From an optimization exercise on the open Yosys and OpenROAD flow, aimed at small area, a short achievable clock period and few clock cycles; shortcuts taken in it are not production practice. Only simulation tests tie the RTL to the original design; equivalence was not proved.

==> flow/design.v (outline; a module is shown in full before it is edited, if it fits) <==
// module gcn_sequencer: 27 lines
// module gcn_adjacency: 29 lines
// module gcn_aggregate: 395 lines
// module gcn_transform: 21 lines
// module gcn_mac: 134 lines
// module gcn_fa: 10 lines
// module gcn_ha: 9 lines
// module gcn_argmax: 46 lines
// module gcn_top: 65 lines
module gcn_top (
    input  logic                                      clk,
    input  logic                                      rst_n,
    input  logic                                      start,
    input  logic [6-1:0][3-1:0]    edge_src,
    input  logic [6-1:0][3-1:0]    edge_dst,
    input  logic [6-1:0][5-1:0]    feat_col,
    input  logic [3-1:0][5-1:0]  weight_row,
    output logic                                      feat_re,
    output logic [4-1:0]                    feat_addr,
    output logic [6-1:0][2-1:0]   y,
    output logic                                      done
);
  // ...
==> flow/run.sh <==
#!/bin/bash
# synth_recipe.tcl (not shown) runs the flow's synth.tcl, then flattens the netlist and writes it again
# the make line also repeats each setting of config.mk as NAME=value (left out here)
make -C /OpenROAD-flow-scripts/flow DESIGN_CONFIG=/design/flow/config.mk WORK_HOME=/design/flow/orfs CLKGATE_MAP_FILE= SYNTH_SCRIPT=/design/flow/synth_recipe.tcl finish
==> flow/config.mk <==
export PLATFORM = sky130hd
export DESIGN_NAME = gcn_top
export DESIGN_NICKNAME = gcn_top
export VERILOG_FILES = /design/flow/design.v
export SDC_FILE = /design/flow/constraint.sdc
export NUM_CORES = 4
export LEC_CHECK = 0
export CAP_MARGIN = 20
export CORE_MARGIN = 2
export CORE_UTILIZATION = 40
export SETUP_SLACK_MARGIN = 4.0
export SLEW_MARGIN = 20
export SYNTH_HIERARCHICAL = 1
==> flow/constraint.sdc <==
create_clock -name core_clock -period 7.5 [get_ports {clk}]
set_input_delay 1.5000 -clock core_clock [delete_from_list [all_inputs] [get_ports {clk}]]
set_output_delay 1.5000 -clock core_clock [all_outputs]
set_load 0.01 [all_outputs]
==> flow_summary_export.csv, run 1 <==
group,metric,value,unit
critical_path,worst_path_dominant_cell_family,"adder cells",
global_route,gr-usage-all-layers,20.2,%
routing,drc,0,
routing,drtIter0Drc,2309,
cells_and_area,area_share_clock_buf_inv,4.22,%
cells_and_area,n_all_inverters,151,
logic_synthesis,yosysWarnings,11,
routing,wl_met2,50800,µm
cells_and_area,top_regs,"i_xfm.g_node.g_cls.u_mac.acc: 216 flops, i_agg.agg_sum: 48 flops, i_agg.xr: 30 flops",
critical_path,critPathKind,"flip-flop to flip-flop",
global_route,antenna_found_initial,1,
cells_and_area,layout_common_cells,"638 x ha_1, 470 x xnor2_1, 319 x fa_1",
routing,routed.top_layer,"met4",
worst_hold_path,hold_class,"flip-flop to flip-flop",
critical_path,cp_num_buf_inv,1,
die,pin_count,102,
critical_path,worstSetupStartpoint,"i_xfm.g_node[2].g_cls[1].u_mac.acc[6]",
routing,viasPerCell,5.50,
routing,met1_length,54400,µm
clocking,clkSinkCount,405,
cells_and_area,nets,5329,
die,die_h,325,µm
status,status,"timing/DRC/antenna clean",
cells_and_area,seqCellArea,8610,µm²
global_route,grt_pass1_wl,172000,µm
global_route,grt_pass1_vias,31000,
Testbench counts, summed over its fixed seeds: cycles 8,064.
==> module gcn_aggregate, before the edit <==
module gcn_aggregate (
    input  logic                                      clk,
    input  logic [6-1:0][6-1:0]     adj,
    input  logic [6-1:0][5-1:0]    feat_col,
    input  logic [3-1:0][5-1:0]  weight_row,
    output logic [6-1:0][8-1:0]     agg_sum,
    output logic [3-1:1][9-1:0]    wdiff
);
    logic [6-1:0][5-1:0]  xr;
    logic [3-1:1][9-1:0]  wd_nxt, wd_r;
    logic [6-1:0][8-1:0]   sum_nxt;
    always_comb begin
        for (int c = 1; c < 3; c++) begin
            logic [6:0] d;
            d = {6'(weight_row[c]) - 6'(weight_row[0]), 1'b0};
            for (int i = 0; i < 3; i++) begin
                wd_nxt[c][3 * i]     = d[2 * i + 1] ^ d[2 * i];
                wd_nxt[c][3 * i + 1] = (d[2 * i + 2] & ~d[2 * i + 1] & ~d[2 * i]) |
                                       (~d[2 * i + 2] & d[2 * i + 1] & d[2 * i]);
                wd_nxt[c][3 * i + 2] = d[2 * i + 2] & ~(d[2 * i + 1] & d[2 * i]);
            end
        end
    end
    always_ff @(posedge clk) begin
        xr   <= feat_col;
        wd_r <= wd_nxt;
    end
    logic ag_0, ag_1, ag_2, ag_3, ag_4, ag_5, ag_6, ag_7;
    logic ag_8, ag_9, ag_10, ag_11, ag_12, ag_13, ag_14, ag_15;
    logic ag_16, ag_17, ag_18, ag_19, ag_20, ag_21, ag_22, ag_23;
    logic ag_24, ag_25, ag_26, ag_27, ag_28, ag_29, ag_30, ag_31;
    logic ag_32, ag_33, ag_34, ag_35, ag_36, ag_37, ag_38, ag_39;
    logic ag_40, ag_41, ag_42, ag_43, ag_44, ag_45, ag_46, ag_47;
    logic ag_48, ag_49, ag_50, ag_51, ag_52, ag_53, ag_54, ag_55;
    logic ag_56, ag_57, ag_58, ag_59, ag_60, ag_61, ag_62, ag_63;
    logic ag_64, ag_65, ag_66, ag_67, ag_68, ag_69, ag_70, ag_71;
    logic ag_72, ag_73, ag_74, ag_75, ag_76, ag_77, ag_78, ag_79;
    logic ag_80, ag_81, ag_82, ag_83, ag_84, ag_85, ag_86, ag_87;
    logic ag_88, ag_89, ag_90, ag_91, ag_92, ag_93, ag_94, ag_95;
    logic ag_96, ag_97, ag_98, ag_99, ag_100, ag_101, ag_102, ag_103;
    logic ag_104, ag_105, ag_106, ag_107, ag_108, ag_109, ag_110, ag_111;
    logic ag_112, ag_113, ag_114, ag_115, ag_116, ag_117, ag_118, ag_119;
    logic ag_120, ag_121, ag_122, ag_123, ag_124, ag_125, ag_126, ag_127;
    logic ag_128, ag_129, ag_130, ag_131, ag_132, ag_133, ag_134, ag_135;
    logic ag_136, ag_137, ag_138, ag_139, ag_140, ag_141, ag_142, ag_143;
    logic ag_144, ag_145, ag_146, ag_147, ag_148, ag_149, ag_150, ag_151;
    logic ag_152, ag_153, ag_154, ag_155, ag_156, ag_157, ag_158, ag_159;
    logic ag_160, ag_161, ag_162, ag_163, ag_164, ag_165, ag_166, ag_167;
    logic ag_168, ag_169, ag_170, ag_171, ag_172, ag_173, ag_174, ag_175;
    logic ag_176, ag_177, ag_178, ag_179, ag_180, ag_181, ag_182, ag_183;
    logic ag_184, ag_185, ag_186, ag_187, ag_188, ag_189, ag_190, ag_191;
    logic ag_192, ag_193, ag_194, ag_195, ag_196, ag_197, ag_198, ag_199;
    logic ag_200, ag_201, ag_202, ag_203, ag_204, ag_205, ag_206, ag_207;
    logic ag_208, ag_209, ag_210, ag_211, ag_212, ag_213, ag_214, ag_215;
    logic ag_216, ag_217, ag_218, ag_219, ag_220, ag_221, ag_222, ag_223;
    logic ag_224, ag_225, ag_226, ag_227, ag_228, ag_229, ag_230, ag_231;
    logic ag_232, ag_233, ag_234, ag_235, ag_236, ag_237, ag_238, ag_239;
    logic ag_240, ag_241, ag_242, ag_243, ag_244, ag_245, ag_246, ag_247;
    logic ag_248, ag_249, ag_250, ag_251, ag_252, ag_253, ag_254, ag_255;
    logic ag_256, ag_257, ag_258, ag_259, ag_260, ag_261, ag_262, ag_263;
    logic ag_264, ag_265, ag_266, ag_267, ag_268, ag_269, ag_270, ag_271;
    logic ag_272, ag_273, ag_274, ag_275, ag_276, ag_277, ag_278, ag_279;
    logic ag_280, ag_281, ag_282, ag_283, ag_284, ag_285, ag_286, ag_287;
    logic ag_288, ag_289, ag_290, ag_291, ag_292, ag_293, ag_294, ag_295;
    logic ag_296, ag_297, ag_298, ag_299, ag_300, ag_301, ag_302, ag_303;
    logic ag_304, ag_305, ag_306, ag_307, ag_308, ag_309, ag_310, ag_311;
    logic ag_312, ag_313, ag_314, ag_315, ag_316, ag_317, ag_318, ag_319;
    logic ag_320, ag_321, ag_322, ag_323, ag_324, ag_325, ag_326, ag_327;
    logic ag_328, ag_329, ag_330, ag_331, ag_332, ag_333, ag_334, ag_335;
    logic ag_336, ag_337, ag_338, ag_339, ag_340, ag_341, ag_342, ag_343;
    logic ag_344, ag_345, ag_346, ag_347, ag_348, ag_349, ag_350, ag_351;
    logic ag_352, ag_353, ag_354, ag_355, ag_356, ag_357, ag_358, ag_359;
    logic ag_360, ag_361, ag_362, ag_363, ag_364, ag_365, ag_366, ag_367;
    logic ag_368, ag_369, ag_370, ag_371, ag_372, ag_373, ag_374, ag_375;
    logic ag_376, ag_377, ag_378, ag_379, ag_380, ag_381, ag_382, ag_383;
    logic ag_384, ag_385, ag_386, ag_387, ag_388, ag_389, ag_390, ag_391;
    logic ag_392, ag_393, ag_394, ag_395, ag_396, ag_397, ag_398, ag_399;
    logic ag_400, ag_401, ag_402, ag_403, ag_404, ag_405, ag_406, ag_407;
    logic ag_408, ag_409, ag_410, ag_411, ag_412, ag_413, ag_414, ag_415;
    logic ag_416, ag_417, ag_418, ag_419, ag_420, ag_421, ag_422, ag_423;
    logic ag_424, ag_425, ag_426, ag_427, ag_428, ag_429, ag_430, ag_431;
    logic ag_432, ag_433, ag_434, ag_435, ag_436, ag_437, ag_438, ag_439;
    logic ag_440, ag_441, ag_442, ag_443, ag_444, ag_445, ag_446, ag_447;
    logic ag_448, ag_449, ag_450, ag_451, ag_452, ag_453, ag_454, ag_455;
    gcn_fa u_ag_0 (.a((xr[0][0] & adj[0][0])), .b((xr[1][0] & adj[0][1])), .c((xr[2][0] & adj[0][2])), .s(ag_0), .co(ag_1));
    gcn_fa u_ag_2 (.a((xr[0][1] & adj[0][0])), .b((xr[1][1] & adj[0][1])), .c((xr[2][1] & adj[0][2])), .s(ag_2), .co(ag_3));
    gcn_ha u_ag_4 (.a((xr[3][1] & adj[0][3])), .b((xr[4][1] & adj[0][4])), .s(ag_4), .co(ag_5));
    gcn_fa u_ag_6 (.a((xr[0][2] & adj[0][0])), .b((xr[1][2] & adj[0][1])), .c((xr[2][2] & adj[0][2])), .s(ag_6), .co(ag_7));
    gcn_fa u_ag_8 (.a((xr[3][2] & adj[0][3])), .b((xr[4][2] & adj[0][4])), .c((xr[5][2] & adj[0][5])), .s(ag_8), .co(ag_9));
    gcn_fa u_ag_10 (.a((xr[0][3] & adj[0][0])), .b((xr[1][3] & adj[0][1])), .c((xr[2][3] & adj[0][2])), .s(ag_10), .co(ag_11));
    gcn_fa u_ag_12 (.a((xr[3][3] & adj[0][3])), .b((xr[4][3] & adj[0][4])), .c((xr[5][3] & adj[0][5])), .s(ag_12), .co(ag_13));
    gcn_fa u_ag_14 (.a((xr[0][4] & adj[0][0])), .b((xr[1][4] & adj[0][1])), .c((xr[2][4] & adj[0][2])), .s(ag_14), .co(ag_15));
    gcn_fa u_ag_16 (.a((xr[3][4] & adj[0][3])), .b((xr[4][4] & adj[0][4])), .c((xr[5][4] & adj[0][5])), .s(ag_16), .co(ag_17));
    gcn_ha u_ag_18 (.a((xr[3][0] & adj[0][3])), .b((xr[4][0] & adj[0][4])), .s(ag_18), .co(ag_19));
    gcn_fa u_ag_20 (.a((xr[5][1] & adj[0][5])), .b(ag_4), .c(ag_1), .s(ag_20), .co(ag_21));
    gcn_fa u_ag_22 (.a(ag_5), .b(ag_3), .c(ag_6), .s(ag_22), .co(ag_23));
    gcn_fa u_ag_24 (.a(ag_7), .b(ag_9), .c(ag_10), .s(ag_24), .co(ag_25));
    gcn_fa u_ag_26 (.a(ag_11), .b(ag_13), .c(ag_14), .s(ag_26), .co(ag_27));
    gcn_ha u_ag_28 (.a((xr[5][0] & adj[0][5])), .b(ag_18), .s(ag_28), .co(ag_29));
    gcn_fa u_ag_30 (.a(ag_19), .b(ag_2), .c(ag_20), .s(ag_30), .co(ag_31));
    gcn_fa u_ag_32 (.a(ag_8), .b(ag_21), .c(ag_22), .s(ag_32), .co(ag_33));
    gcn_fa u_ag_34 (.a(ag_12), .b(ag_23), .c(ag_24), .s(ag_34), .co(ag_35));
    gcn_fa u_ag_36 (.a(ag_16), .b(ag_25), .c(ag_26), .s(ag_36), .co(ag_37));
    gcn_fa u_ag_38 (.a(ag_15), .b(ag_17), .c(ag_27), .s(ag_38), .co(ag_39));
    gcn_ha u_ag_40 (.a(ag_28), .b(ag_0), .s(ag_40), .co(ag_41));
    gcn_ha u_ag_42 (.a(ag_29), .b(ag_30), .s(ag_42), .co(ag_43));
    gcn_ha u_ag_44 (.a(ag_31), .b(ag_32), .s(ag_44), .co(ag_45));
    gcn_ha u_ag_46 (.a(ag_33), .b(ag_34), .s(ag_46), .co(ag_47));
    gcn_ha u_ag_48 (.a(ag_35), .b(ag_36), .s(ag_48), .co(ag_49));
    gcn_ha u_ag_50 (.a(ag_37), .b(ag_38), .s(ag_50), .co(ag_51));
    gcn_fa u_ag_76 (.a((xr[0][0] & adj[1][0])), .b((xr[1][0] & adj[1][1])), .c((xr[2][0] & adj[1][2])), .s(ag_76), .co(ag_77));
    gcn_fa u_ag_78 (.a((xr[0][1] & adj[1][0])), .b((xr[1][1] & adj[1][1])), .c((xr[2][1] & adj[1][2])), .s(ag_78), .co(ag_79));
    gcn_ha u_ag_80 (.a((xr[3][1] & adj[1][3])), .b((xr[4][1] & adj[1][4])), .s(ag_80), .co(ag_81));
    gcn_fa u_ag_82 (.a((xr[0][2] & adj[1][0])), .b((xr[1][2] & adj[1][1])), .c((xr[2][2] & adj[1][2])), .s(ag_82), .co(ag_83));
    gcn_fa u_ag_84 (.a((xr[3][2] & adj[1][3])), .b((xr[4][2] & adj[1][4])), .c((xr[5][2] & adj[1][5])), .s(ag_84), .co(ag_85));
    gcn_fa u_ag_86 (.a((xr[0][3] & adj[1][0])), .b((xr[1][3] & adj[1][1])), .c((xr[2][3] & adj[1][2])), .s(ag_86), .co(ag_87));
    gcn_fa u_ag_88 (.a((xr[3][3] & adj[1][3])), .b((xr[4][3] & adj[1][4])), .c((xr[5][3] & adj[1][5])), .s(ag_88), .co(ag_89));
    gcn_fa u_ag_90 (.a((xr[0][4] & adj[1][0])), .b((xr[1][4] & adj[1][1])), .c((xr[2][4] & adj[1][2])), .s(ag_90), .co(ag_91));
    gcn_fa u_ag_92 (.a((xr[3][4] & adj[1][3])), .b((xr[4][4] & adj[1][4])), .c((xr[5][4] & adj[1][5])), .s(ag_92), .co(ag_93));
    gcn_ha u_ag_94 (.a((xr[3][0] & adj[1][3])), .b((xr[4][0] & adj[1][4])), .s(ag_94), .co(ag_95));
    gcn_fa u_ag_96 (.a((xr[5][1] & adj[1][5])), .b(ag_80), .c(ag_77), .s(ag_96), .co(ag_97));
    gcn_fa u_ag_98 (.a(ag_81), .b(ag_79), .c(ag_82), .s(ag_98), .co(ag_99));
    gcn_fa u_ag_100 (.a(ag_83), .b(ag_85), .c(ag_86), .s(ag_100), .co(ag_101));
    gcn_fa u_ag_102 (.a(ag_87), .b(ag_89), .c(ag_90), .s(ag_102), .co(ag_103));
    gcn_ha u_ag_104 (.a((xr[5][0] & adj[1][5])), .b(ag_94), .s(ag_104), .co(ag_105));
    gcn_fa u_ag_106 (.a(ag_95), .b(ag_78), .c(ag_96), .s(ag_106), .co(ag_107));
    gcn_fa u_ag_108 (.a(ag_84), .b(ag_97), .c(ag_98), .s(ag_108), .co(ag_109));
    gcn_fa u_ag_110 (.a(ag_88), .b(ag_99), .c(ag_100), .s(ag_110), .co(ag_111));
    gcn_fa u_ag_112 (.a(ag_92), .b(ag_101), .c(ag_102), .s(ag_112), .co(ag_113));
    gcn_fa u_ag_114 (.a(ag_91), .b(ag_93), .c(ag_103), .s(ag_114), .co(ag_115));
    gcn_ha u_ag_116 (.a(ag_104), .b(ag_76), .s(ag_116), .co(ag_117));
    gcn_ha u_ag_118 (.a(ag_105), .b(ag_106), .s(ag_118), .co(ag_119));
    gcn_ha u_ag_120 (.a(ag_107), .b(ag_108), .s(ag_120), .co(ag_121));
    gcn_ha u_ag_122 (.a(ag_109), .b(ag_110), .s(ag_122), .co(ag_123));
    gcn_ha u_ag_124 (.a(ag_111), .b(ag_112), .s(ag_124), .co(ag_125));
    gcn_ha u_ag_126 (.a(ag_113), .b(ag_114), .s(ag_126), .co(ag_127));
    gcn_fa u_ag_152 (.a((xr[0][0] & adj[2][0])), .b((xr[1][0] & adj[2][1])), .c((xr[2][0] & adj[2][2])), .s(ag_152), .co(ag_153));
    gcn_fa u_ag_154 (.a((xr[0][1] & adj[2][0])), .b((xr[1][1] & adj[2][1])), .c((xr[2][1] & adj[2][2])), .s(ag_154), .co(ag_155));
    gcn_ha u_ag_156 (.a((xr[3][1] & adj[2][3])), .b((xr[4][1] & adj[2][4])), .s(ag_156), .co(ag_157));
    gcn_fa u_ag_158 (.a((xr[0][2] & adj[2][0])), .b((xr[1][2] & adj[2][1])), .c((xr[2][2] & adj[2][2])), .s(ag_158), .co(ag_159));
    gcn_fa u_ag_160 (.a((xr[3][2] & adj[2][3])), .b((xr[4][2] & adj[2][4])), .c((xr[5][2] & adj[2][5])), .s(ag_160), .co(ag_161));
    gcn_fa u_ag_162 (.a((xr[0][3] & adj[2][0])), .b((xr[1][3] & adj[2][1])), .c((xr[2][3] & adj[2][2])), .s(ag_162), .co(ag_163));
    gcn_fa u_ag_164 (.a((xr[3][3] & adj[2][3])), .b((xr[4][3] & adj[2][4])), .c((xr[5][3] & adj[2][5])), .s(ag_164), .co(ag_165));
    gcn_fa u_ag_166 (.a((xr[0][4] & adj[2][0])), .b((xr[1][4] & adj[2][1])), .c((xr[2][4] & adj[2][2])), .s(ag_166), .co(ag_167));
    gcn_fa u_ag_168 (.a((xr[3][4] & adj[2][3])), .b((xr[4][4] & adj[2][4])), .c((xr[5][4] & adj[2][5])), .s(ag_168), .co(ag_169));
    gcn_ha u_ag_170 (.a((xr[3][0] & adj[2][3])), .b((xr[4][0] & adj[2][4])), .s(ag_170), .co(ag_171));
    gcn_fa u_ag_172 (.a((xr[5][1] & adj[2][5])), .b(ag_156), .c(ag_153), .s(ag_172), .co(ag_173));
    gcn_fa u_ag_174 (.a(ag_157), .b(ag_155), .c(ag_158), .s(ag_174), .co(ag_175));
    gcn_fa u_ag_176 (.a(ag_159), .b(ag_161), .c(ag_162), .s(ag_176), .co(ag_177));
    gcn_fa u_ag_178 (.a(ag_163), .b(ag_165), .c(ag_166), .s(ag_178), .co(ag_179));
    gcn_ha u_ag_180 (.a((xr[5][0] & adj[2][5])), .b(ag_170), .s(ag_180), .co(ag_181));
    gcn_fa u_ag_182 (.a(ag_171), .b(ag_154), .c(ag_172), .s(ag_182), .co(ag_183));
    gcn_fa u_ag_184 (.a(ag_160), .b(ag_173), .c(ag_174), .s(ag_184), .co(ag_185));
    gcn_fa u_ag_186 (.a(ag_164), .b(ag_175), .c(ag_176), .s(ag_186), .co(ag_187));
    gcn_fa u_ag_188 (.a(ag_168), .b(ag_177), .c(ag_178), .s(ag_188), .co(ag_189));
    gcn_fa u_ag_190 (.a(ag_167), .b(ag_169), .c(ag_179), .s(ag_190), .co(ag_191));
    gcn_ha u_ag_192 (.a(ag_180), .b(ag_152), .s(ag_192), .co(ag_193));
    gcn_ha u_ag_194 (.a(ag_181), .b(ag_182), .s(ag_194), .co(ag_195));
    gcn_ha u_ag_196 (.a(ag_183), .b(ag_184), .s(ag_196), .co(ag_197));
    gcn_ha u_ag_198 (.a(ag_185), .b(ag_186), .s(ag_198), .co(ag_199));
    gcn_ha u_ag_200 (.a(ag_187), .b(ag_188), .s(ag_200), .co(ag_201));
    gcn_ha u_ag_202 (.a(ag_189), .b(ag_190), .s(ag_202), .co(ag_203));
    gcn_fa u_ag_228 (.a((xr[0][0] & adj[3][0])), .b((xr[1][0] & adj[3][1])), .c((xr[2][0] & adj[3][2])), .s(ag_228), .co(ag_229));
    gcn_fa u_ag_230 (.a((xr[0][1] & adj[3][0])), .b((xr[1][1] & adj[3][1])), .c((xr[2][1] & adj[3][2])), .s(ag_230), .co(ag_231));
    gcn_ha u_ag_232 (.a((xr[3][1] & adj[3][3])), .b((xr[4][1] & adj[3][4])), .s(ag_232), .co(ag_233));
    gcn_fa u_ag_234 (.a((xr[0][2] & adj[3][0])), .b((xr[1][2] & adj[3][1])), .c((xr[2][2] & adj[3][2])), .s(ag_234), .co(ag_235));
    gcn_fa u_ag_236 (.a((xr[3][2] & adj[3][3])), .b((xr[4][2] & adj[3][4])), .c((xr[5][2] & adj[3][5])), .s(ag_236), .co(ag_237));
    gcn_fa u_ag_238 (.a((xr[0][3] & adj[3][0])), .b((xr[1][3] & adj[3][1])), .c((xr[2][3] & adj[3][2])), .s(ag_238), .co(ag_239));
    gcn_fa u_ag_240 (.a((xr[3][3] & adj[3][3])), .b((xr[4][3] & adj[3][4])), .c((xr[5][3] & adj[3][5])), .s(ag_240), .co(ag_241));
    gcn_fa u_ag_242 (.a((xr[0][4] & adj[3][0])), .b((xr[1][4] & adj[3][1])), .c((xr[2][4] & adj[3][2])), .s(ag_242), .co(ag_243));
    gcn_fa u_ag_244 (.a((xr[3][4] & adj[3][3])), .b((xr[4][4] & adj[3][4])), .c((xr[5][4] & adj[3][5])), .s(ag_244), .co(ag_245));
    gcn_ha u_ag_246 (.a((xr[3][0] & adj[3][3])), .b((xr[4][0] & adj[3][4])), .s(ag_246), .co(ag_247));
    gcn_fa u_ag_248 (.a((xr[5][1] & adj[3][5])), .b(ag_232), .c(ag_229), .s(ag_248), .co(ag_249));
    gcn_fa u_ag_250 (.a(ag_233), .b(ag_231), .c(ag_234), .s(ag_250), .co(ag_251));
    gcn_fa u_ag_252 (.a(ag_235), .b(ag_237), .c(ag_238), .s(ag_252), .co(ag_253));
    gcn_fa u_ag_254 (.a(ag_239), .b(ag_241), .c(ag_242), .s(ag_254), .co(ag_255));
    gcn_ha u_ag_256 (.a((xr[5][0] & adj[3][5])), .b(ag_246), .s(ag_256), .co(ag_257));
    gcn_fa u_ag_258 (.a(ag_247), .b(ag_230), .c(ag_248), .s(ag_258), .co(ag_259));
    gcn_fa u_ag_260 (.a(ag_236), .b(ag_249), .c(ag_250), .s(ag_260), .co(ag_261));
    gcn_fa u_ag_262 (.a(ag_240), .b(ag_251), .c(ag_252), .s(ag_262), .co(ag_263));
    gcn_fa u_ag_264 (.a(ag_244), .b(ag_253), .c(ag_254), .s(ag_264), .co(ag_265));
    gcn_fa u_ag_266 (.a(ag_243), .b(ag_245), .c(ag_255), .s(ag_266), .co(ag_267));
    gcn_ha u_ag_268 (.a(ag_256), .b(ag_228), .s(ag_268), .co(ag_269));
    gcn_ha u_ag_270 (.a(ag_257), .b(ag_258), .s(ag_270), .co(ag_271));
    gcn_ha u_ag_272 (.a(ag_259), .b(ag_260), .s(ag_272), .co(ag_273));
    gcn_ha u_ag_274 (.a(ag_261), .b(ag_262), .s(ag_274), .co(ag_275));
    gcn_ha u_ag_276 (.a(ag_263), .b(ag_264), .s(ag_276), .co(ag_277));
    gcn_ha u_ag_278 (.a(ag_265), .b(ag_266), .s(ag_278), .co(ag_279));
    gcn_fa u_ag_304 (.a((xr[0][0] & adj[4][0])), .b((xr[1][0] & adj[4][1])), .c((xr[2][0] & adj[4][2])), .s(ag_304), .co(ag_305));
    gcn_fa u_ag_306 (.a((xr[0][1] & adj[4][0])), .b((xr[1][1] & adj[4][1])), .c((xr[2][1] & adj[4][2])), .s(ag_306), .co(ag_307));
    gcn_ha u_ag_308 (.a((xr[3][1] & adj[4][3])), .b((xr[4][1] & adj[4][4])), .s(ag_308), .co(ag_309));
    gcn_fa u_ag_310 (.a((xr[0][2] & adj[4][0])), .b((xr[1][2] & adj[4][1])), .c((xr[2][2] & adj[4][2])), .s(ag_310), .co(ag_311));
    gcn_fa u_ag_312 (.a((xr[3][2] & adj[4][3])), .b((xr[4][2] & adj[4][4])), .c((xr[5][2] & adj[4][5])), .s(ag_312), .co(ag_313));
    gcn_fa u_ag_314 (.a((xr[0][3] & adj[4][0])), .b((xr[1][3] & adj[4][1])), .c((xr[2][3] & adj[4][2])), .s(ag_314), .co(ag_315));
    gcn_fa u_ag_316 (.a((xr[3][3] & adj[4][3])), .b((xr[4][3] & adj[4][4])), .c((xr[5][3] & adj[4][5])), .s(ag_316), .co(ag_317));
    gcn_fa u_ag_318 (.a((xr[0][4] & adj[4][0])), .b((xr[1][4] & adj[4][1])), .c((xr[2][4] & adj[4][2])), .s(ag_318), .co(ag_319));
    gcn_fa u_ag_320 (.a((xr[3][4] & adj[4][3])), .b((xr[4][4] & adj[4][4])), .c((xr[5][4] & adj[4][5])), .s(ag_320), .co(ag_321));
    gcn_ha u_ag_322 (.a((xr[3][0] & adj[4][3])), .b((xr[4][0] & adj[4][4])), .s(ag_322), .co(ag_323));
    gcn_fa u_ag_324 (.a((xr[5][1] & adj[4][5])), .b(ag_308), .c(ag_305), .s(ag_324), .co(ag_325));
    gcn_fa u_ag_326 (.a(ag_309), .b(ag_307), .c(ag_310), .s(ag_326), .co(ag_327));
    gcn_fa u_ag_328 (.a(ag_311), .b(ag_313), .c(ag_314), .s(ag_328), .co(ag_329));
    gcn_fa u_ag_330 (.a(ag_315), .b(ag_317), .c(ag_318), .s(ag_330), .co(ag_331));
    gcn_ha u_ag_332 (.a((xr[5][0] & adj[4][5])), .b(ag_322), .s(ag_332), .co(ag_333));
    gcn_fa u_ag_334 (.a(ag_323), .b(ag_306), .c(ag_324), .s(ag_334), .co(ag_335));
    gcn_fa u_ag_336 (.a(ag_312), .b(ag_325), .c(ag_326), .s(ag_336), .co(ag_337));
    gcn_fa u_ag_338 (.a(ag_316), .b(ag_327), .c(ag_328), .s(ag_338), .co(ag_339));
    gcn_fa u_ag_340 (.a(ag_320), .b(ag_329), .c(ag_330), .s(ag_340), .co(ag_341));
    gcn_fa u_ag_342 (.a(ag_319), .b(ag_321), .c(ag_331), .s(ag_342), .co(ag_343));
    gcn_ha u_ag_344 (.a(ag_332), .b(ag_304), .s(ag_344), .co(ag_345));
    gcn_ha u_ag_346 (.a(ag_333), .b(ag_334), .s(ag_346), .co(ag_347));
    gcn_ha u_ag_348 (.a(ag_335), .b(ag_336), .s(ag_348), .co(ag_349));
    gcn_ha u_ag_350 (.a(ag_337), .b(ag_338), .s(ag_350), .co(ag_351));
    gcn_ha u_ag_352 (.a(ag_339), .b(ag_340), .s(ag_352), .co(ag_353));
    gcn_ha u_ag_354 (.a(ag_341), .b(ag_342), .s(ag_354), .co(ag_355));
    gcn_fa u_ag_380 (.a((xr[0][0] & adj[5][0])), .b((xr[1][0] & adj[5][1])), .c((xr[2][0] & adj[5][2])), .s(ag_380), .co(ag_381));
    gcn_fa u_ag_382 (.a((xr[0][1] & adj[5][0])), .b((xr[1][1] & adj[5][1])), .c((xr[2][1] & adj[5][2])), .s(ag_382), .co(ag_383));
    gcn_ha u_ag_384 (.a((xr[3][1] & adj[5][3])), .b((xr[4][1] & adj[5][4])), .s(ag_384), .co(ag_385));
    gcn_fa u_ag_386 (.a((xr[0][2] & adj[5][0])), .b((xr[1][2] & adj[5][1])), .c((xr[2][2] & adj[5][2])), .s(ag_386), .co(ag_387));
    gcn_fa u_ag_388 (.a((xr[3][2] & adj[5][3])), .b((xr[4][2] & adj[5][4])), .c((xr[5][2] & adj[5][5])), .s(ag_388), .co(ag_389));
    gcn_fa u_ag_390 (.a((xr[0][3] & adj[5][0])), .b((xr[1][3] & adj[5][1])), .c((xr[2][3] & adj[5][2])), .s(ag_390), .co(ag_391));
    gcn_fa u_ag_392 (.a((xr[3][3] & adj[5][3])), .b((xr[4][3] & adj[5][4])), .c((xr[5][3] & adj[5][5])), .s(ag_392), .co(ag_393));
    gcn_fa u_ag_394 (.a((xr[0][4] & adj[5][0])), .b((xr[1][4] & adj[5][1])), .c((xr[2][4] & adj[5][2])), .s(ag_394), .co(ag_395));
    gcn_fa u_ag_396 (.a((xr[3][4] & adj[5][3])), .b((xr[4][4] & adj[5][4])), .c((xr[5][4] & adj[5][5])), .s(ag_396), .co(ag_397));
    gcn_ha u_ag_398 (.a((xr[3][0] & adj[5][3])), .b((xr[4][0] & adj[5][4])), .s(ag_398), .co(ag_399));
    gcn_fa u_ag_400 (.a((xr[5][1] & adj[5][5])), .b(ag_384), .c(ag_381), .s(ag_400), .co(ag_401));
    gcn_fa u_ag_402 (.a(ag_385), .b(ag_383), .c(ag_386), .s(ag_402), .co(ag_403));
    gcn_fa u_ag_404 (.a(ag_387), .b(ag_389), .c(ag_390), .s(ag_404), .co(ag_405));
    gcn_fa u_ag_406 (.a(ag_391), .b(ag_393), .c(ag_394), .s(ag_406), .co(ag_407));
    gcn_ha u_ag_408 (.a((xr[5][0] & adj[5][5])), .b(ag_398), .s(ag_408), .co(ag_409));
    gcn_fa u_ag_410 (.a(ag_399), .b(ag_382), .c(ag_400), .s(ag_410), .co(ag_411));
    gcn_fa u_ag_412 (.a(ag_388), .b(ag_401), .c(ag_402), .s(ag_412), .co(ag_413));
    gcn_fa u_ag_414 (.a(ag_392), .b(ag_403), .c(ag_404), .s(ag_414), .co(ag_415));
    gcn_fa u_ag_416 (.a(ag_396), .b(ag_405), .c(ag_406), .s(ag_416), .co(ag_417));
    gcn_fa u_ag_418 (.a(ag_395), .b(ag_397), .c(ag_407), .s(ag_418), .co(ag_419));
    gcn_ha u_ag_420 (.a(ag_408), .b(ag_380), .s(ag_420), .co(ag_421));
    gcn_ha u_ag_422 (.a(ag_409), .b(ag_410), .s(ag_422), .co(ag_423));
    gcn_ha u_ag_424 (.a(ag_411), .b(ag_412), .s(ag_424), .co(ag_425));
    gcn_ha u_ag_426 (.a(ag_413), .b(ag_414), .s(ag_426), .co(ag_427));
    gcn_ha u_ag_428 (.a(ag_415), .b(ag_416), .s(ag_428), .co(ag_429));
    gcn_ha u_ag_430 (.a(ag_417), .b(ag_418), .s(ag_430), .co(ag_431));
    assign ag_52 = ag_45 | (ag_44 & ag_43);
    assign ag_53 = ag_44 & ag_42;
    assign ag_54 = ag_49 | (ag_48 & ag_47);
    assign ag_55 = ag_48 & ag_46;
    assign ag_56 = ag_39 & ag_51;
    assign ag_57 = ag_39 & ag_50;
    assign ag_58 = ag_43 | (ag_42 & ag_41);
    assign ag_59 = ag_42 & ag_40;
    assign ag_60 = ag_52 | (ag_53 & ag_41);
    assign ag_61 = ag_53 & ag_40;
    assign ag_62 = ag_51 | (ag_50 & ag_54);
    assign ag_63 = ag_50 & ag_55;
    assign ag_64 = ag_56 | (ag_57 & ag_54);
    assign ag_65 = ag_57 & ag_55;
    assign ag_66 = ag_47 | (ag_46 & ag_60);
    assign ag_67 = ag_46 & ag_61;
    assign ag_68 = ag_54 | (ag_55 & ag_60);
    assign ag_69 = ag_55 & ag_61;
    assign ag_70 = ag_62 | (ag_63 & ag_60);
    assign ag_71 = ag_63 & ag_61;
    assign ag_72 = ag_64 | (ag_65 & ag_60);
    assign ag_73 = ag_65 & ag_61;
    assign ag_74 = 1'b0 & ag_72;
    assign ag_75 = 1'b0 & ag_73;
    assign sum_nxt[0] = {(1'b0 ^ ag_72), (ag_39 ^ ag_70), (ag_50 ^ ag_68), (ag_48 ^ ag_66), (ag_46 ^ ag_60), (ag_44 ^ ag_58), (ag_42 ^ ag_41), ag_40};
    assign ag_128 = ag_121 | (ag_120 & ag_119);
    assign ag_129 = ag_120 & ag_118;
    assign ag_130 = ag_125 | (ag_124 & ag_123);
    assign ag_131 = ag_124 & ag_122;
    assign ag_132 = ag_115 & ag_127;
    assign ag_133 = ag_115 & ag_126;
    assign ag_134 = ag_119 | (ag_118 & ag_117);
    assign ag_135 = ag_118 & ag_116;
    assign ag_136 = ag_128 | (ag_129 & ag_117);
    assign ag_137 = ag_129 & ag_116;
    assign ag_138 = ag_127 | (ag_126 & ag_130);
    assign ag_139 = ag_126 & ag_131;
    assign ag_140 = ag_132 | (ag_133 & ag_130);
    assign ag_141 = ag_133 & ag_131;
    assign ag_142 = ag_123 | (ag_122 & ag_136);
    assign ag_143 = ag_122 & ag_137;
    assign ag_144 = ag_130 | (ag_131 & ag_136);
    assign ag_145 = ag_131 & ag_137;
    assign ag_146 = ag_138 | (ag_139 & ag_136);
    assign ag_147 = ag_139 & ag_137;
    assign ag_148 = ag_140 | (ag_141 & ag_136);
    assign ag_149 = ag_141 & ag_137;
    assign ag_150 = 1'b0 & ag_148;
    assign ag_151 = 1'b0 & ag_149;
    assign sum_nxt[1] = {(1'b0 ^ ag_148), (ag_115 ^ ag_146), (ag_126 ^ ag_144), (ag_124 ^ ag_142), (ag_122 ^ ag_136), (ag_120 ^ ag_134), (ag_118 ^ ag_117), ag_116};
    assign ag_204 = ag_197 | (ag_196 & ag_195);
    assign ag_205 = ag_196 & ag_194;
    assign ag_206 = ag_201 | (ag_200 & ag_199);
    assign ag_207 = ag_200 & ag_198;
    assign ag_208 = ag_191 & ag_203;
    assign ag_209 = ag_191 & ag_202;
    assign ag_210 = ag_195 | (ag_194 & ag_193);
    assign ag_211 = ag_194 & ag_192;
    assign ag_212 = ag_204 | (ag_205 & ag_193);
    assign ag_213 = ag_205 & ag_192;
    assign ag_214 = ag_203 | (ag_202 & ag_206);
    assign ag_215 = ag_202 & ag_207;
    assign ag_216 = ag_208 | (ag_209 & ag_206);
    assign ag_217 = ag_209 & ag_207;
    assign ag_218 = ag_199 | (ag_198 & ag_212);
    assign ag_219 = ag_198 & ag_213;
    assign ag_220 = ag_206 | (ag_207 & ag_212);
    assign ag_221 = ag_207 & ag_213;
    assign ag_222 = ag_214 | (ag_215 & ag_212);
    assign ag_223 = ag_215 & ag_213;
    assign ag_224 = ag_216 | (ag_217 & ag_212);
    assign ag_225 = ag_217 & ag_213;
    assign ag_226 = 1'b0 & ag_224;
    assign ag_227 = 1'b0 & ag_225;
    assign sum_nxt[2] = {(1'b0 ^ ag_224), (ag_191 ^ ag_222), (ag_202 ^ ag_220), (ag_200 ^ ag_218), (ag_198 ^ ag_212), (ag_196 ^ ag_210), (ag_194 ^ ag_193), ag_192};
    assign ag_280 = ag_273 | (ag_272 & ag_271);
    assign ag_281 = ag_272 & ag_270;
    assign ag_282 = ag_277 | (ag_276 & ag_275);
    assign ag_283 = ag_276 & ag_274;
    assign ag_284 = ag_267 & ag_279;
    assign ag_285 = ag_267 & ag_278;
    assign ag_286 = ag_271 | (ag_270 & ag_269);
    assign ag_287 = ag_270 & ag_268;
    assign ag_288 = ag_280 | (ag_281 & ag_269);
    assign ag_289 = ag_281 & ag_268;
    assign ag_290 = ag_279 | (ag_278 & ag_282);
    assign ag_291 = ag_278 & ag_283;
    assign ag_292 = ag_284 | (ag_285 & ag_282);
    assign ag_293 = ag_285 & ag_283;
    assign ag_294 = ag_275 | (ag_274 & ag_288);
    assign ag_295 = ag_274 & ag_289;
    assign ag_296 = ag_282 | (ag_283 & ag_288);
    assign ag_297 = ag_283 & ag_289;
    assign ag_298 = ag_290 | (ag_291 & ag_288);
    assign ag_299 = ag_291 & ag_289;
    assign ag_300 = ag_292 | (ag_293 & ag_288);
    assign ag_301 = ag_293 & ag_289;
    assign ag_302 = 1'b0 & ag_300;
    assign ag_303 = 1'b0 & ag_301;
    assign sum_nxt[3] = {(1'b0 ^ ag_300), (ag_267 ^ ag_298), (ag_278 ^ ag_296), (ag_276 ^ ag_294), (ag_274 ^ ag_288), (ag_272 ^ ag_286), (ag_270 ^ ag_269), ag_268};
    assign ag_356 = ag_349 | (ag_348 & ag_347);
    assign ag_357 = ag_348 & ag_346;
    assign ag_358 = ag_353 | (ag_352 & ag_351);
    assign ag_359 = ag_352 & ag_350;
    assign ag_360 = ag_343 & ag_355;
    assign ag_361 = ag_343 & ag_354;
    assign ag_362 = ag_347 | (ag_346 & ag_345);
    assign ag_363 = ag_346 & ag_344;
    assign ag_364 = ag_356 | (ag_357 & ag_345);
    assign ag_365 = ag_357 & ag_344;
    assign ag_366 = ag_355 | (ag_354 & ag_358);
    assign ag_367 = ag_354 & ag_359;
    assign ag_368 = ag_360 | (ag_361 & ag_358);
    assign ag_369 = ag_361 & ag_359;
    assign ag_370 = ag_351 | (ag_350 & ag_364);
    assign ag_371 = ag_350 & ag_365;
    assign ag_372 = ag_358 | (ag_359 & ag_364);
    assign ag_373 = ag_359 & ag_365;
    assign ag_374 = ag_366 | (ag_367 & ag_364);
    assign ag_375 = ag_367 & ag_365;
    assign ag_376 = ag_368 | (ag_369 & ag_364);
    assign ag_377 = ag_369 & ag_365;
    assign ag_378 = 1'b0 & ag_376;
    assign ag_379 = 1'b0 & ag_377;
    assign sum_nxt[4] = {(1'b0 ^ ag_376), (ag_343 ^ ag_374), (ag_354 ^ ag_372), (ag_352 ^ ag_370), (ag_350 ^ ag_364), (ag_348 ^ ag_362), (ag_346 ^ ag_345), ag_344};
    assign ag_432 = ag_425 | (ag_424 & ag_423);
    assign ag_433 = ag_424 & ag_422;
    assign ag_434 = ag_429 | (ag_428 & ag_427);
    assign ag_435 = ag_428 & ag_426;
    assign ag_436 = ag_419 & ag_431;
    assign ag_437 = ag_419 & ag_430;
    assign ag_438 = ag_423 | (ag_422 & ag_421);
    assign ag_439 = ag_422 & ag_420;
    assign ag_440 = ag_432 | (ag_433 & ag_421);
    assign ag_441 = ag_433 & ag_420;
    assign ag_442 = ag_431 | (ag_430 & ag_434);
    assign ag_443 = ag_430 & ag_435;
    assign ag_444 = ag_436 | (ag_437 & ag_434);
    assign ag_445 = ag_437 & ag_435;
    assign ag_446 = ag_427 | (ag_426 & ag_440);
    assign ag_447 = ag_426 & ag_441;
    assign ag_448 = ag_434 | (ag_435 & ag_440);
    assign ag_449 = ag_435 & ag_441;
    assign ag_450 = ag_442 | (ag_443 & ag_440);
    assign ag_451 = ag_443 & ag_441;
    assign ag_452 = ag_444 | (ag_445 & ag_440);
    assign ag_453 = ag_445 & ag_441;
    assign ag_454 = 1'b0 & ag_452;
    assign ag_455 = 1'b0 & ag_453;
    assign sum_nxt[5] = {(1'b0 ^ ag_452), (ag_419 ^ ag_450), (ag_430 ^ ag_448), (ag_428 ^ ag_446), (ag_426 ^ ag_440), (ag_424 ^ ag_438), (ag_422 ^ ag_421), ag_420};
    always_ff @(posedge clk) begin
        agg_sum <= sum_nxt;
        wdiff   <= wd_r;
    end
endmodule
==> module gcn_argmax, before the edit <==
module gcn_argmax (
    input  logic                                                      clk,
    input  logic                                                      rst_n,
    input  logic                                                      accept,
    input  logic                                                      last_cyc,
    input  logic [6-1:0][3-1:1][18-1:0]   acc,
    input  logic [6-1:0][3-1:1][3-1:0]  pend,
    output logic [6-1:0][2-1:0]                   y,
    output logic                                                      done
);
    logic [6-1:0][2-1:0] y_nxt;
    always_comb begin
        for (int n = 0; n < 6; n++) begin
            logic [18-1:0] e1, e2;
            logic gt10, gt20, gt21;
            logic [3-1:0] c1, c2;
            e1[5:0] = acc[n][1][5:0];
            c1[0] = 1'b0;
            e2[5:0] = acc[n][2][5:0];
            c2[0] = 1'b0;
            {c1[1], e1[11:6]} = 7'(acc[n][1][11:6]) + 7'(pend[n][1][1]) + 7'(c1[0]);
            {c2[1], e2[11:6]} = 7'(acc[n][2][11:6]) + 7'(pend[n][2][1]) + 7'(c2[0]);
            e1[17:12] = 6'(acc[n][1][17:12]) + 6'(pend[n][1][2]) + 6'(c1[1]);
            e2[17:12] = 6'(acc[n][2][17:12]) + 6'(pend[n][2][2]) + 6'(c2[1]);
            gt10 = !e1[18-1];
            gt20 = !e2[18-1];
            gt21 = {~e2[18-1], e2[18-2:0]} > {~e1[18-1], e1[18-2:0]};
            if (gt10)
                y_nxt[n] = gt21 ? 2'd2 : 2'd1;
            else
                y_nxt[n] = gt20 ? 2'd2 : 2'd0;
        end
    end
    always_ff @(posedge clk) begin
        if (last_cyc)
            y <= y_nxt;
    end
    always_ff @(posedge clk or negedge rst_n) begin
        if (!rst_n)
            done <= 1'b0;
        else if (accept)
            done <= 1'b0;
        else if (last_cyc)
            done <= 1'b1;
    end
endmodule
==> inputs of run 2 (changes only) <==
--- a/flow/design.v
+++ b/flow/design.v
@@ -306,5 +306,5 @@
     assign ag_58 = ag_43 | (ag_42 & ag_41);
-    assign ag_59 = ag_42 & ag_40;
+    assign ag_59 = ag_42 & 1'b0;
     assign ag_60 = ag_52 | (ag_53 & ag_41);
-    assign ag_61 = ag_53 & ag_40;
+    assign ag_61 = ag_53 & 1'b0;
     assign ag_62 = ag_51 | (ag_50 & ag_54);
@@ -331,5 +331,5 @@
     assign ag_134 = ag_119 | (ag_118 & ag_117);
-    assign ag_135 = ag_118 & ag_116;
+    assign ag_135 = ag_118 & 1'b0;
     assign ag_136 = ag_128 | (ag_129 & ag_117);
-    assign ag_137 = ag_129 & ag_116;
+    assign ag_137 = ag_129 & 1'b0;
     assign ag_138 = ag_127 | (ag_126 & ag_130);
@@ -356,5 +356,5 @@
     assign ag_210 = ag_195 | (ag_194 & ag_193);
-    assign ag_211 = ag_194 & ag_192;
+    assign ag_211 = ag_194 & 1'b0;
     assign ag_212 = ag_204 | (ag_205 & ag_193);
-    assign ag_213 = ag_205 & ag_192;
+    assign ag_213 = ag_205 & 1'b0;
     assign ag_214 = ag_203 | (ag_202 & ag_206);
@@ -381,5 +381,5 @@
     assign ag_286 = ag_271 | (ag_270 & ag_269);
-    assign ag_287 = ag_270 & ag_268;
+    assign ag_287 = ag_270 & 1'b0;
     assign ag_288 = ag_280 | (ag_281 & ag_269);
-    assign ag_289 = ag_281 & ag_268;
+    assign ag_289 = ag_281 & 1'b0;
     assign ag_290 = ag_279 | (ag_278 & ag_282);
@@ -406,5 +406,5 @@
     assign ag_362 = ag_347 | (ag_346 & ag_345);
-    assign ag_363 = ag_346 & ag_344;
+    assign ag_363 = ag_346 & 1'b0;
     assign ag_364 = ag_356 | (ag_357 & ag_345);
-    assign ag_365 = ag_357 & ag_344;
+    assign ag_365 = ag_357 & 1'b0;
     assign ag_366 = ag_355 | (ag_354 & ag_358);
@@ -431,5 +431,5 @@
     assign ag_438 = ag_423 | (ag_422 & ag_421);
-    assign ag_439 = ag_422 & ag_420;
+    assign ag_439 = ag_422 & 1'b0;
     assign ag_440 = ag_432 | (ag_433 & ag_421);
-    assign ag_441 = ag_433 & ag_420;
+    assign ag_441 = ag_433 & 1'b0;
     assign ag_442 = ag_431 | (ag_430 & ag_434);
@@ -509,3 +509,3 @@
     logic mc_120, mc_121, mc_122, mc_123, mc_124, mc_125, mc_126, mc_127;
-    logic mc_128, mc_129, mc_130, mc_131, mc_132;
+    logic mc_128, mc_129, mc_130, mc_131, mc_132, mc_133, mc_134;
     gcn_ha u_mc_0 (.a(acc_in[4]), .b(wd[8]), .s(mc_0), .co(mc_1));
@@ -594,13 +594,15 @@
     assign mc_122 = mc_118 & mc_116;
-    assign mc_123 = mc_117 | (mc_116 & mc_120);
-    assign mc_124 = mc_116 & 1'b0;
-    assign mc_125 = mc_121 | (mc_122 & mc_120);
-    assign mc_126 = mc_122 & 1'b0;
-    assign mc_127 = acc_in[15] & mc_125;
-    assign mc_128 = acc_in[15] & mc_126;
-    assign mc_129 = acc_in[16] & mc_125;
-    assign mc_130 = acc_in[16] & mc_126;
-    assign mc_131 = acc_in[17] & mc_125;
-    assign mc_132 = acc_in[17] & mc_126;
-    assign acc_nxt[17:12] = {(acc_in[17] ^ mc_129), (acc_in[16] ^ mc_127), (acc_in[15] ^ mc_125), (mc_118 ^ mc_123), (mc_116 ^ mc_120), (mc_114 ^ pend_in[2])};
+    assign mc_123 = acc_in[16] & acc_in[15];
+    assign mc_124 = mc_117 | (mc_116 & mc_120);
+    assign mc_125 = mc_116 & 1'b0;
+    assign mc_126 = mc_121 | (mc_122 & mc_120);
+    assign mc_127 = mc_122 & 1'b0;
+    assign mc_128 = acc_in[17] & mc_123;
+    assign mc_129 = acc_in[15] & mc_126;
+    assign mc_130 = acc_in[15] & mc_127;
+    assign mc_131 = mc_123 & mc_126;
+    assign mc_132 = mc_123 & mc_127;
+    assign mc_133 = mc_128 & mc_126;
+    assign mc_134 = mc_128 & mc_127;
+    assign acc_nxt[17:12] = {(acc_in[17] ^ mc_131), (acc_in[16] ^ mc_129), (acc_in[15] ^ mc_126), (mc_118 ^ mc_124), (mc_116 ^ mc_120), (mc_114 ^ pend_in[2])};
     always_ff @(posedge clk) begin
@@ -641,23 +643,10 @@
     logic [6-1:0][2-1:0] y_nxt;
-    always_comb begin
-        for (int n = 0; n < 6; n++) begin
-            logic [18-1:0] e1, e2;
-            logic gt10, gt20, gt21;
-            logic [3-1:0] c1, c2;
-            e1[5:0] = acc[n][1][5:0];
-            c1[0] = 1'b0;
-            e2[5:0] = acc[n][2][5:0];
-            c2[0] = 1'b0;
-            {c1[1], e1[11:6]} = 7'(acc[n][1][11:6]) + 7'(pend[n][1][1]) + 7'(c1[0]);
-            {c2[1], e2[11:6]} = 7'(acc[n][2][11:6]) + 7'(pend[n][2][1]) + 7'(c2[0]);
-            e1[17:12] = 6'(acc[n][1][17:12]) + 6'(pend[n][1][2]) + 6'(c1[1]);
-            e2[17:12] = 6'(acc[n][2][17:12]) + 6'(pend[n][2][2]) + 6'(c2[1]);
-            gt10 = !e1[18-1];
-            gt20 = !e2[18-1];
-            gt21 = {~e2[18-1], e2[18-2:0]} > {~e1[18-1], e1[18-2:0]};
-            if (gt10)
-                y_nxt[n] = gt21 ? 2'd2 : 2'd1;
-            else
-                y_nxt[n] = gt20 ? 2'd2 : 2'd0;
-        end
+    for (genvar n = 0; n < 6; n++) begin : g_node
+        gcn_cls u_cls (
+            .acc1  (acc[n][1]),
+            .acc2  (acc[n][2]),
+            .pend1 (pend[n][1]),
+            .pend2 (pend[n][2]),
+            .y     (y_nxt[n])
+        );
     end
@@ -676,2 +665,174 @@
 endmodule
+module gcn_cls (
+    input  logic [18-1:0]   acc1,
+    input  logic [18-1:0]   acc2,
+    input  logic [3-1:0]  pend1,
+    input  logic [3-1:0]  pend2,
+    output logic [2-1:0] y
+);
+    logic [18-1:0] e1, e2;
+    logic                  gt10, gt20, gt21;
+    logic am_0, am_1, am_2, am_3, am_4, am_5, am_6, am_7;
+    logic am_8, am_9, am_10, am_11, am_12, am_13, am_14, am_15;
+    logic am_16, am_17, am_18, am_19, am_20, am_21, am_22, am_23;
+    logic am_24, am_25, am_26, am_27, am_28, am_29, am_30, am_31;
+    logic am_32, am_33, am_34, am_35, am_36, am_37, am_38, am_39;
+    logic am_40, am_41, am_42, am_43, am_44, am_45, am_46, am_47;
+    logic am_48, am_49, am_50, am_51, am_52, am_53, am_54, am_55;
+    logic am_56, am_57, am_58, am_59, am_60, am_61, am_62, am_63;
+    logic am_64, am_65, am_66, am_67, am_68, am_69, am_70, am_71;
+    logic am_72, am_73, am_74, am_75, am_76, am_77, am_78, am_79;
+    logic am_80, am_81, am_82, am_83, am_84, am_85, am_86, am_87;
+    logic am_88, am_89, am_90, am_91, am_92, am_93, am_94, am_95;
+    logic am_96, am_97, am_98, am_99, am_100, am_101, am_102, am_103;
+    logic am_104, am_105, am_106, am_107, am_108, am_109, am_110, am_111;
+    logic am_112, am_113, am_114, am_115, am_116, am_117, am_118, am_119;
+    logic am_120, am_121, am_122, am_123, am_124, am_125, am_126, am_127;
+    logic am_128, am_129, am_130, am_131, am_132, am_133, am_134, am_135;
+    logic am_136, am_137, am_138, am_139, am_140, am_141;
+    gcn_ha u_am_0 (.a(acc1[6]), .b(pend1[1]), .s(am_0), .co(am_1));
+    gcn_ha u_am_2 (.a(acc1[12]), .b(pend1[2]), .s(am_2), .co(am_3));
+    gcn_ha u_am_36 (.a(acc2[6]), .b(pend2[1]), .s(am_36), .co(am_37));
+    gcn_ha u_am_38 (.a(acc2[12]), .b(pend2[2]), .s(am_38), .co(am_39));
+    assign am_4 = acc1[8] & acc1[7];
+    assign am_5 = acc1[10] & acc1[9];
+    assign am_6 = am_2 & acc1[11];
+    assign am_7 = acc1[14] & acc1[13];
+    assign am_8 = acc1[16] & acc1[15];
+    assign am_9 = acc1[7] & am_1;
+    assign am_10 = acc1[7] & 1'b0;
+    assign am_11 = am_4 & am_1;
+    assign am_12 = am_4 & 1'b0;
+    assign am_13 = acc1[11] & am_5;
+    assign am_14 = am_6 & am_5;
+    assign am_15 = acc1[15] & am_7;
+    assign am_16 = am_8 & am_7;
+    assign am_17 = acc1[9] & am_11;
+    assign am_18 = acc1[9] & am_12;
+    assign am_19 = am_5 & am_11;
+    assign am_20 = am_5 & am_12;
+    assign am_21 = am_13 & am_11;
+    assign am_22 = am_13 & am_12;
+    assign am_23 = am_3 | (am_14 & am_11);
+    assign am_24 = am_14 & am_12;
+    assign am_25 = acc1[17] & am_16;
+    assign am_26 = acc1[13] & am_23;
+    assign am_27 = acc1[13] & am_24;
+    assign am_28 = am_7 & am_23;
+    assign am_29 = am_7 & am_24;
+    assign am_30 = am_15 & am_23;
+    assign am_31 = am_15 & am_24;
+    assign am_32 = am_16 & am_23;
+    assign am_33 = am_16 & am_24;
+    assign am_34 = am_25 & am_23;
+    assign am_35 = am_25 & am_24;
+    assign e1 = {(acc1[17] ^ am_32), (acc1[16] ^ am_30), (acc1[15] ^ am_28), (acc1[14] ^ am_26), (acc1[13] ^ am_23), (am_2 ^ am_21), (acc1[11] ^ am_19), (acc1[10] ^ am_17), (acc1[9] ^ am_11), (acc1[8] ^ am_9), (acc1[7] ^ am_1), am_0, acc1[5], acc1[4], acc1[3], acc1[2], acc1[1], acc1[0]};
+    assign am_40 = acc2[8] & acc2[7];
+    assign am_41 = acc2[10] & acc2[9];
+    assign am_42 = am_38 & acc2[11];
+    assign am_43 = acc2[14] & acc2[13];
+    assign am_44 = acc2[16] & acc2[15];
+    assign am_45 = acc2[7] & am_37;
+    assign am_46 = acc2[7] & 1'b0;
+    assign am_47 = am_40 & am_37;
+    assign am_48 = am_40 & 1'b0;
+    assign am_49 = acc2[11] & am_41;
+    assign am_50 = am_42 & am_41;
+    assign am_51 = acc2[15] & am_43;
+    assign am_52 = am_44 & am_43;
+    assign am_53 = acc2[9] & am_47;
+    assign am_54 = acc2[9] & am_48;
+    assign am_55 = am_41 & am_47;
+    assign am_56 = am_41 & am_48;
+    assign am_57 = am_49 & am_47;
+    assign am_58 = am_49 & am_48;
+    assign am_59 = am_39 | (am_50 & am_47);
+    assign am_60 = am_50 & am_48;
+    assign am_61 = acc2[17] & am_52;
+    assign am_62 = acc2[13] & am_59;
+    assign am_63 = acc2[13] & am_60;
+    assign am_64 = am_43 & am_59;
+    assign am_65 = am_43 & am_60;
+    assign am_66 = am_51 & am_59;
+    assign am_67 = am_51 & am_60;
+    assign am_68 = am_52 & am_59;
+    assign am_69 = am_52 & am_60;
+    assign am_70 = am_61 & am_59;
+    assign am_71 = am_61 & am_60;
+    assign e2 = {(acc2[17] ^ am_68), (acc2[16] ^ am_66), (acc2[15] ^ am_64), (acc2[14] ^ am_62), (acc2[13] ^ am_59), (am_38 ^ am_57), (acc2[11] ^ am_55), (acc2[10] ^ am_53), (acc2[9] ^ am_47), (acc2[8] ^ am_45), (acc2[7] ^ am_37), am_36, acc2[5], acc2[4], acc2[3], acc2[2], acc2[1], acc2[0]};
+    assign am_72 = e2[0] & ~e1[0];
+    assign am_73 = e2[0] | ~e1[0];
+    assign am_74 = e2[1] & ~e1[1];
+    assign am_75 = e2[1] | ~e1[1];
+    assign am_76 = e2[2] & ~e1[2];
+    assign am_77 = e2[2] | ~e1[2];
+    assign am_78 = e2[3] & ~e1[3];
+    assign am_79 = e2[3] | ~e1[3];
+    assign am_80 = e2[4] & ~e1[4];
+    assign am_81 = e2[4] | ~e1[4];
+    assign am_82 = e2[5] & ~e1[5];
+    assign am_83 = e2[5] | ~e1[5];
+    assign am_84 = e2[6] & ~e1[6];
+    assign am_85 = e2[6] | ~e1[6];
+    assign am_86 = e2[7] & ~e1[7];
+    assign am_87 = e2[7] | ~e1[7];
+    assign am_88 = e2[8] & ~e1[8];
+    assign am_89 = e2[8] | ~e1[8];
+    assign am_90 = e2[9] & ~e1[9];
+    assign am_91 = e2[9] | ~e1[9];
+    assign am_92 = e2[10] & ~e1[10];
+    assign am_93 = e2[10] | ~e1[10];
+    assign am_94 = e2[11] & ~e1[11];
+    assign am_95 = e2[11] | ~e1[11];
+    assign am_96 = e2[12] & ~e1[12];
+    assign am_97 = e2[12] | ~e1[12];
+    assign am_98 = e2[13] & ~e1[13];
+    assign am_99 = e2[13] | ~e1[13];
+    assign am_100 = e2[14] & ~e1[14];
+    assign am_101 = e2[14] | ~e1[14];
+    assign am_102 = e2[15] & ~e1[15];
+    assign am_103 = e2[15] | ~e1[15];
+    assign am_104 = e2[16] & ~e1[16];
+    assign am_105 = e2[16] | ~e1[16];
+    assign am_106 = e2[17] & ~e1[17];
+    assign am_107 = e2[17] | ~e1[17];
+    assign am_108 = am_74 | (am_75 & am_72);
+    assign am_109 = am_75 & am_73;
+    assign am_110 = am_78 | (am_79 & am_76);
+    assign am_111 = am_79 & am_77;
+    assign am_112 = am_82 | (am_83 & am_80);
+    assign am_113 = am_83 & am_81;
+    assign am_114 = am_86 | (am_87 & am_84);
+    assign am_115 = am_87 & am_85;
+    assign am_116 = am_90 | (am_91 & am_88);
+    assign am_117 = am_91 & am_89;
+    assign am_118 = am_94 | (am_95 & am_92);
+    assign am_119 = am_95 & am_93;
+    assign am_120 = am_98 | (am_99 & am_96);
+    assign am_121 = am_99 & am_97;
+    assign am_122 = am_102 | (am_103 & am_100);
+    assign am_123 = am_103 & am_101;
+    assign am_124 = am_106 | (am_107 & am_104);
+    assign am_125 = am_107 & am_105;
+    assign am_126 = am_110 | (am_111 & am_108);
+    assign am_127 = am_111 & am_109;
+    assign am_128 = am_114 | (am_115 & am_112);
+    assign am_129 = am_115 & am_113;
+    assign am_130 = am_118 | (am_119 & am_116);
+    assign am_131 = am_119 & am_117;
+    assign am_132 = am_122 | (am_123 & am_120);
+    assign am_133 = am_123 & am_121;
+    assign am_134 = am_128 | (am_129 & am_126);
+    assign am_135 = am_129 & am_127;
+    assign am_136 = am_132 | (am_133 & am_130);
+    assign am_137 = am_133 & am_131;
+    assign am_138 = am_136 | (am_137 & am_134);
+    assign am_139 = am_137 & am_135;
+    assign am_140 = am_124 | (am_125 & am_138);
+    assign am_141 = am_125 & am_139;
+    assign gt21 = ~(e2[17] ^ ~e1[17] ^ am_140);
+    assign gt10 = ~e1[17];
+    assign gt20 = ~e2[17];
+    assign y    = gt10 ? (gt21 ? 2'd2 : 2'd1) : (gt20 ? 2'd2 : 2'd0);
+endmodule
 `timescale 1ns/1ps
==> run 2 against run 1 <==
- highest routed layer unchanged
- critical path depth is 2 lower
- synthesized cell count increased by 2.1%
- via count up 1.9%
- hold slack got worse by 1.7 ps
- register-to-register slack improved by 40 ps
==> flow_summary_export.csv, run 2 <==
group,metric,value,unit
die,pin_count,102,
global_route,grt_pass1_wl,174000,µm
critical_path,rr_worst_depth,12,
worst_hold_path,hold_depth,0,
routing,drc,0,
clocking,clkLatencyLatePin,690,ps
routing,met1_length,55300,µm
routing,drtIter0Drc,2303,
global_route,grt_pass1_vias,31500,
sta,rsz0062_at_grt,"true",
global_route,antenna_found_initial,4,
sta,max_slew_margin,40.6,%
global_route,grt_max_degree,49,
clocking,clk_pin_slew,70,ps
sta,report.final.slew_viol_count,0,
routing,ant_nets,0,
placed_design,place_congestion,0.980,
placed_design,place.port_buffers,100,
cells_and_area,layout_common_cells,"571 x ha_1, 465 x xnor2_1, 307 x fa_1",
routing,routed_wl,118000,µm
cells_and_area,layout_commonest_cell,"ha_1",
logic_synthesis,syn_area,41400,µm²
critical_path,r2r_slack,4070,ps
cells_and_area,top_regs,"i_xfm.g_node.g_cls.u_mac.acc: 216 flops, i_agg.agg_sum: 48 flops, i_agg.xr: 30 flops",
cells_and_area,postLayoutCoreUtil,45.5,%
logic_synthesis,synth.avg_cell_area,9.66,µm²
sta,worstMarginPinSlew,885,ps
clocking,htree_levels,2,
global_route,grt_overflow,0,
routing,num_vias,31900,
die,die_w,326,µm
cells_and_area,multi_input_area,31500,µm²
die,die_h,326,µm
cells_and_area,nets,5307,
critical_path,cp.required,8020,ps
critical_path,cp_data_arrival_time,3950,ps
logic_synthesis,yosysWarnings,11,
sta,hold_ws,320,ps
clocking,cts_buffers,54,
routing,wl_met2,50500,µm
clocking,clkSinkCount,405,
cells_and_area,regMostFlops,"i_xfm.g_node.g_cls.u_mac.acc",
sta,fin_crit_sh,45.7,%
clocking,clk_path_buf_depth,3,
sta,worst_slack,4070,ps
global_route,gr-usage-all-layers,20.4,%
sta,finClkSkew,58.7,ps
sta,tns,0,ps
die,initial_core_util,40.5,%
routing,wl_per_cell,20.4,µm
routing,met3RoutedLength,7720,µm
logic_synthesis,syn-num-nets,5248,
worst_hold_path,hold_end,"i_agg.wdiff[2]",
critical_path,cp-start-kind,"flip-flop",
routing,viasPerCell,5.55,
die,die-area,106000,µm²
clocking,clockRootBuffer,"clkbuf_16",
flow_run,max_cap_viol_count,0,
routing,routed.top_layer,"met4",
sta,fin_crit,3430,ps
routing,drt-pass1-iter-count,6,
sta,hold_viol,0,
cells_and_area,seqCellArea,8590,µm²
cells_and_area,area.growth.synth_to_final,12.4,%
cells_and_area,drive_gt1_share,13.7,%
critical_path,r2r-end,"i_xfm.g_node[0].g_cls[2].u_mac.pend[2]",
critical_path,crit_fanout,6,
worst_hold_path,hold_class,"flip-flop to flip-flop",
die,rows,117,
critical_path,critPathKind,"flip-flop to flip-flop",
critical_path,reg2reg_from,"i_agg.wdiff[9]",
worst_hold_path,min_from,"i_agg.wd_r[2]",
placed_design,hpwl,78800,µm
sta,fmax,0.291,GHz
placed_design,post-place-ws,3480,ps
clocking,cts_tree,"yes",
critical_path,end_kind,"flip-flop",
die,coreArea,102000,µm²
cells_and_area,largest_reg_flops,216,
logic_synthesis,syn_inst,4283,
sta,setup_viol,0,
status,status,"timing/DRC/antenna clean",
cells_and_area,nFillCells,9805,
==> run 2: final cells by class <==
type / instances / area share (%)
Multi-Input combinational cell: 3558 / 67.7
Sequential cell: 405 / 18.5
Timing Repair Buffer: 200 / 5.22
Tap cell: 1368 / 3.68
Clock buffer: 78 / 3.45
Inverter: 123 / 0.992
Clock inverter: 21 / 0.522
Antenna cell: 1 / 0.00538
==> run 2: worst max-delay path, stage by stage, from the launching register on <==
cell      delay [ps]
dfxtp_4          380
buf_12           160
a22oi_2          220
xnor2_2           80
ha_1             210
fa_1             510
fa_1             420
ha_1             280
ha_1             200
o211ai_1         280
buf_4            160
a21oi_1           60
or3_1            320
==> run 2: worst max path at each step <==
stage                                from                                     end  cells past startpoint
after floorplan            i_adj.tri_r[1]                       i_agg.agg_sum[14]                     11
after global placement    i_agg.wdiff[11]  i_xfm.g_node[0].g_cls[2].u_mac.acc[10]                     12
after detailed placement  i_agg.wdiff[11]  i_xfm.g_node[0].g_cls[2].u_mac.acc[10]                     12
after CTS                  i_agg.wdiff[4]  i_xfm.g_node[0].g_cls[1].u_mac.acc[10]                     12
after global routing       i_agg.wdiff[9]  i_xfm.g_node[0].g_cls[2].u_mac.acc[10]                     13
final                      i_agg.wdiff[9]  i_xfm.g_node[0].g_cls[2].u_mac.pend[2]                     12
==> run 2: routing by layer <==
layer / GRT usage (%) / vias up
met5: 0 / -
met1: 29.2 / 15600
li1: - / 15200
met3: 3.08 / 208
met4: 5.57 / 0
met2: 32.0 / 958
==> run 2: what timing repair did <==
| item | 4_1_cts | 5_1_grt |
|---|---|---|
| resized for setup | 42 | 90 |
| buffers inserted | 20 | 41 |
| pin swaps | 0 | 16 |
| endpoints found under the setup margin | 144 | 64 |
| hold buffers | 0 | 0 |
| cloned | 0 | 18 |
==> run 2: per-stage QoR <==
stage	instance area, µm²	instances
floorplan	41400	4283
global placement	43200	5573
detailed placement	43300	5574
CTS	45500	5693
global route	46500	5753
finish	46500	5754
Testbench counts of run 2, summed over its fixed seeds: cycles 8,064.

afterwards: timing with drivers on the ports:
In the flow no input, the clock included, has a driving cell. The finished layouts below were timed again as built, in two steps. Step 1 assumes that a clkbuf_16 drives the clock port and a buf_2 every other input. Step 2 times the ports against the registers' clock, not the clock port: input delays grow and output delays shrink by t, the midpoint of the rising clock arrivals with the driver on. Three values: ideal, step 1, step 2; two values: the first two.
| run | t, ns | setup slack, ns | hold WS [ns] | worst setup path after step 2 | worst slew at a driven data input, ns |
|---|---|---|---|---|---|
| run 1 | 0.706 | 4.032 / 4.032 / 3.681 | 0.322 / 0.322 / 0.322 | input to register | 0.06 |
| run 2 | 0.726 | 4.069 / 4.069 / 3.413 | 0.320 / 0.320 / 0.320 | input to register | 0.10 |
After both steps every run listed still meets setup and hold. For run 2, which loses most, drivers alone change the setup slack by 0.000 ns; drivers and shift together by -0.656 ns.
